Source: an optimization exercise on an open RTL-to-GDS flow (aim: small area, a short achievable clock period and few clock cycles per item). Production flows keep margins and buffers that such runs may drop.
RTL that was checked went through simulation tests only; none was proved equivalent to the original.
Power and IR drop assume default switching activity.

Design pid_core_mc, start of the top module:
module pid_core_mc #(
  parameter int N_CH      = 8,
  parameter int W_CH      = 3,
  parameter int W_IN      = 18,
  parameter int W_OUT     = 32,
  parameter int W_EP      = 16,
  parameter int LIM_SHIFT = 16
) (
  input  logic                    clk_in,
  input  logic                    reset_n_in,
  input  logic signed [W_IN-1:0]  data_in,
  input  logic [W_CH-1:0]         data_chan_in,
  input  logic                    data_valid_in,
  output logic                    data_ready_out,
  input  logic                    param_wr_in,
  input  logic [W_CH-1:0]         param_chan_in,
  input  logic [2:0]              param_addr_in,
  input  logic signed [W_EP-1:0]  param_data_in,
  input  logic                    update_en_in,
  input  logic                    update_in,
  input  logic                    clear_in,
  input  logic [W_CH-1:0]         clear_chan_in,
  output logic signed [W_OUT-1:0] data_out,
  output logic [W_CH-1:0]         data_chan_out,
  output logic                    data_valid_out
);
Size: about 2,600 flip-flops, ~90 I/O pins, ~120,000 um2 of cells after synthesis.
clock: 15.0 ns
lec_check: 0
abc_clock_period_in_ps: 6000
cap_margin: 20
core_margin: 2
core_utilization: 55
cts_buf_list: sky130_fd_sc_hd__clkbuf_8
slew_margin: 20
standard.sh (not shown) runs the stock make flow with config.mk's settings and CLKGATE_MAP_FILE= SYNTH_SCRIPT=/design/flow/synth_recipe.tcl, a recipe that flattens the netlist after the stock synthesis.
==> flow/flow/run.sh <==
#!/bin/bash
set -euo pipefail
bash standard.sh SETUP_SLACK_MARGIN=8.85 "BUFFER_PORTS_ARGS=-buffer_cell sky130_fd_sc_hd__buf_4" finish > standard_flow.log 2>&1
Testbench counts at the start, summed over its fixed seeds: cycles 6,432, items 6,400.
Then changed:
CTS_BUF_LIST = unset   (was sky130_fd_sc_hd__clkbuf_8)
CTS_CLUSTER_DIAMETER = 60   (was unset)
CTS_CLUSTER_SIZE = 20   (was unset)
Result: Critical path depth does not change. Via count is lower by 1.8%. Cell area is lower by 1.7%. Worst setup slack stays flat. Wire length is lower by 1.2%. Power is lower by 5.0%. Global-route usage is lower by 0.41 points. Sequential cell count is unchanged. Synthesized cell count does not change. Non-clock buffer count is lower by 3. Die area is unchanged.
Then changed:
CORE_UTILIZATION = 62   (was 55)
CTS_CLUSTER_DIAMETER = 75   (was 60)
CTS_CLUSTER_SIZE = 26   (was 20)
Result:
- utilization climbs by 6.6 points
- first-iteration DRC count climbs by roughly a tenth
- combinational power stays flat
- die area drops by roughly a tenth
- routed wire length drops by a few percent
- cell count drops by a few percent
- power drops by a few percent
- cell area drops slightly
- worst hold slack improved by 0.0071 ns


willow:
pid_core_mc, a different RTL version from the one above (not shown whole).
Size: roughly 2600 flip-flops, about 90 I/O pins, ~120000 sq um of cells after synthesis.
Settings: LEC_CHECK=0, ABC_CLOCK_PERIOD_IN_PS=6000, CAP_MARGIN=20, CORE_MARGIN=2, CORE_UTILIZATION=40, SLEW_MARGIN=20; clock period 15.0 ns.
==> flow/flow/run.sh <==
#!/bin/bash
set -euo pipefail
bash standard.sh SETUP_SLACK_MARGIN=8.5 finish > standard_flow.log 2>&1
Testbench counts of willow, summed over its fixed seeds: cycles 6,432, items 6,400.
## Diff of input files: delta against willow
# willow
export LEC_CHECK = 0
export ABC_CLOCK_PERIOD_IN_PS = 6000
export CAP_MARGIN = 20
export CORE_MARGIN = 2
export CORE_UTILIZATION = 40
export SLEW_MARGIN = 20
create_clock -name core_clock -period 15.0 [get_ports {clk_in}]
# delta
export LEC_CHECK = 0
export ABC_CLOCK_PERIOD_IN_PS = 6000
export CAP_MARGIN = 20
export CORE_MARGIN = 2
export CORE_UTILIZATION = 55
export CTS_BUF_LIST = sky130_fd_sc_hd__clkbuf_8
export SLEW_MARGIN = 20
create_clock -name core_clock -period 15.0 [get_ports {clk_in}]
==> flow/flow/run.sh <==
#!/bin/bash
set -euo pipefail
bash standard.sh SETUP_SLACK_MARGIN=8.8 finish > standard_flow.log 2>&1
Going from willow to delta, standby leakage power went up by 0.64 nW, biggest fanout along the worst timing path closely matched the old numbers, area fraction in compound gates after synthesis stayed essentially flat. delta vs willow — count of clock buffers in the final design climbed by more than a quarter. delta vs willow: number of tap cells added at floorplan down. Final instance area ends up lower on delta.


## north
Another version of the RTL of pid_core_mc (not shown whole).
Size: ~2600 flip-flops, ~90 I/O pins, ~120000 um2 of cells after synthesis.
Design pid_core_mc, start of the top module:
module pid_core_mc #(
  parameter int N_CH      = 8,
  parameter int W_CH      = 3,
  parameter int W_IN      = 18,
  parameter int W_OUT     = 32,
  parameter int W_EP      = 16,
  parameter int LIM_SHIFT = 16
) (
  input  logic                    clk_in,
  input  logic                    reset_n_in,
  input  logic signed [W_IN-1:0]  data_in,
  input  logic [W_CH-1:0]         data_chan_in,
  input  logic                    data_valid_in,
  output logic                    data_ready_out,
  input  logic                    param_wr_in,
  input  logic [W_CH-1:0]         param_chan_in,
  input  logic [2:0]              param_addr_in,
  input  logic signed [W_EP-1:0]  param_data_in,
  input  logic                    update_en_in,
  input  logic                    update_in,
  input  logic                    clear_in,
  input  logic [W_CH-1:0]         clear_chan_in,
  output logic signed [W_OUT-1:0] data_out,
  output logic [W_CH-1:0]         data_chan_out,
  output logic                    data_valid_out
);
  localparam int WE = W_IN + 1;    
  localparam int WS = W_OUT + 1;   
  localparam int NP = 6;           
  ...
==> flow/config.mk <==
export PLATFORM = sky130hd
export DESIGN_NAME = pid_core_mc
export DESIGN_NICKNAME = pid_core_mc
export VERILOG_FILES = /design/flow/design.v
export SDC_FILE = /design/flow/constraint.sdc
export NUM_CORES = 4
export LEC_CHECK = 0
export ABC_CLOCK_PERIOD_IN_PS = 6000
export CAP_MARGIN = 20
export CORE_MARGIN = 2
export CORE_UTILIZATION = 55
export CTS_BUF_LIST = sky130_fd_sc_hd__clkbuf_8
export SLEW_MARGIN = 20
==> flow/constraint.sdc <==
create_clock -name core_clock -period 15.0 [get_ports {clk_in}]
set_input_delay 3.0000 -clock core_clock [delete_from_list [all_inputs] [get_ports {clk_in}]]
set_output_delay 3.0000 -clock core_clock [all_outputs]
set_load 0.01 [all_outputs]
==> flow/flow/run.sh <==
#!/bin/bash
set -euo pipefail
bash standard.sh SETUP_SLACK_MARGIN=8.5 finish > standard_flow.log 2>&1
Setup changes, north to south
- CORE_UTILIZATION: 55 -> 40
- CTS_BUF_LIST: sky130_fd_sc_hd__clkbuf_8 -> unset
Results
Going from north to south, multi-input gate area in the final layout essentially unchanged, synthesis-to-finish area growth increased 1.8 points. Diff north and south: sum of internal, switching and leakage power lower in north. [compare] base=north new=south: final wirelength fell by about 6%, power drawn by the clock network rose by about 17%.
Function was not checked in any run of this note: the RTL went through the layout flow alone.

==> re-timing with driven ports <==
The results above use ideal ports. As a check the final layouts listed here were re-extracted and re-timed, cells and wires unchanged.
Step 1 (the two cells are an assumption about what drives the block):
set clk [get_ports {clk_in}]
set_driving_cell -lib_cell sky130_fd_sc_hd__clkbuf_16 $clk
set_driving_cell -lib_cell sky130_fd_sc_hd__buf_2 [delete_from_list [all_inputs] $clk]
Step 2 adds t to the input delays and takes it off the output delays; t is the mean of the earliest and latest rising clock arrival at the registers after step 1. Input paths then give back, and output paths get back, about the clock's delay inside the block.
Three values: no drivers, after step 1, after step 2; two values: the first two.
run | t (ns) | setup slack, ns | worst hold slack (ns) | latest minus earliest clock arrival (ns) | worst register clock-pin slew, ns
the first run of note 1 | 1.190 | 8.797 / 8.750 / 8.750 | 0.257 / 0.257 / 0.257 | 0.152 / 0.152 | 0.09 / 0.09
the second run of note 1 | 0.945 | 8.797 / 8.749 / 8.749 | 0.326 / 0.326 / 0.326 | 0.058 / 0.058 | 0.09 / 0.09
the third run of note 1 | 0.916 | 8.799 / 8.763 / 8.763 | 0.333 / 0.333 / 0.333 | 0.059 / 0.059 | 0.10 / 0.10
willow | 0.954 | 8.588 / 8.588 / 8.588 | 0.316 / 0.316 / 0.316 | 0.092 / 0.092 | 0.07 / 0.07
delta | 1.192 | 8.719 / 8.719 / 8.719 | 0.292 / 0.292 / 0.292 | 0.108 / 0.108 | 0.07 / 0.07
north | 1.172 | 8.592 / 8.571 / 8.571 | 0.323 / 0.323 / 0.323 | 0.138 / 0.139 | 0.07 / 0.07
south | 0.956 | 8.591 / 8.569 / 8.569 | 0.326 / 0.326 / 0.326 | 0.092 / 0.092 | 0.07 / 0.07
After both steps setup and hold are still met in every run listed. For the second run of note 1, which loses most, drivers alone change the setup slack by -0.048 ns; drivers and shift together by -0.048 ns.
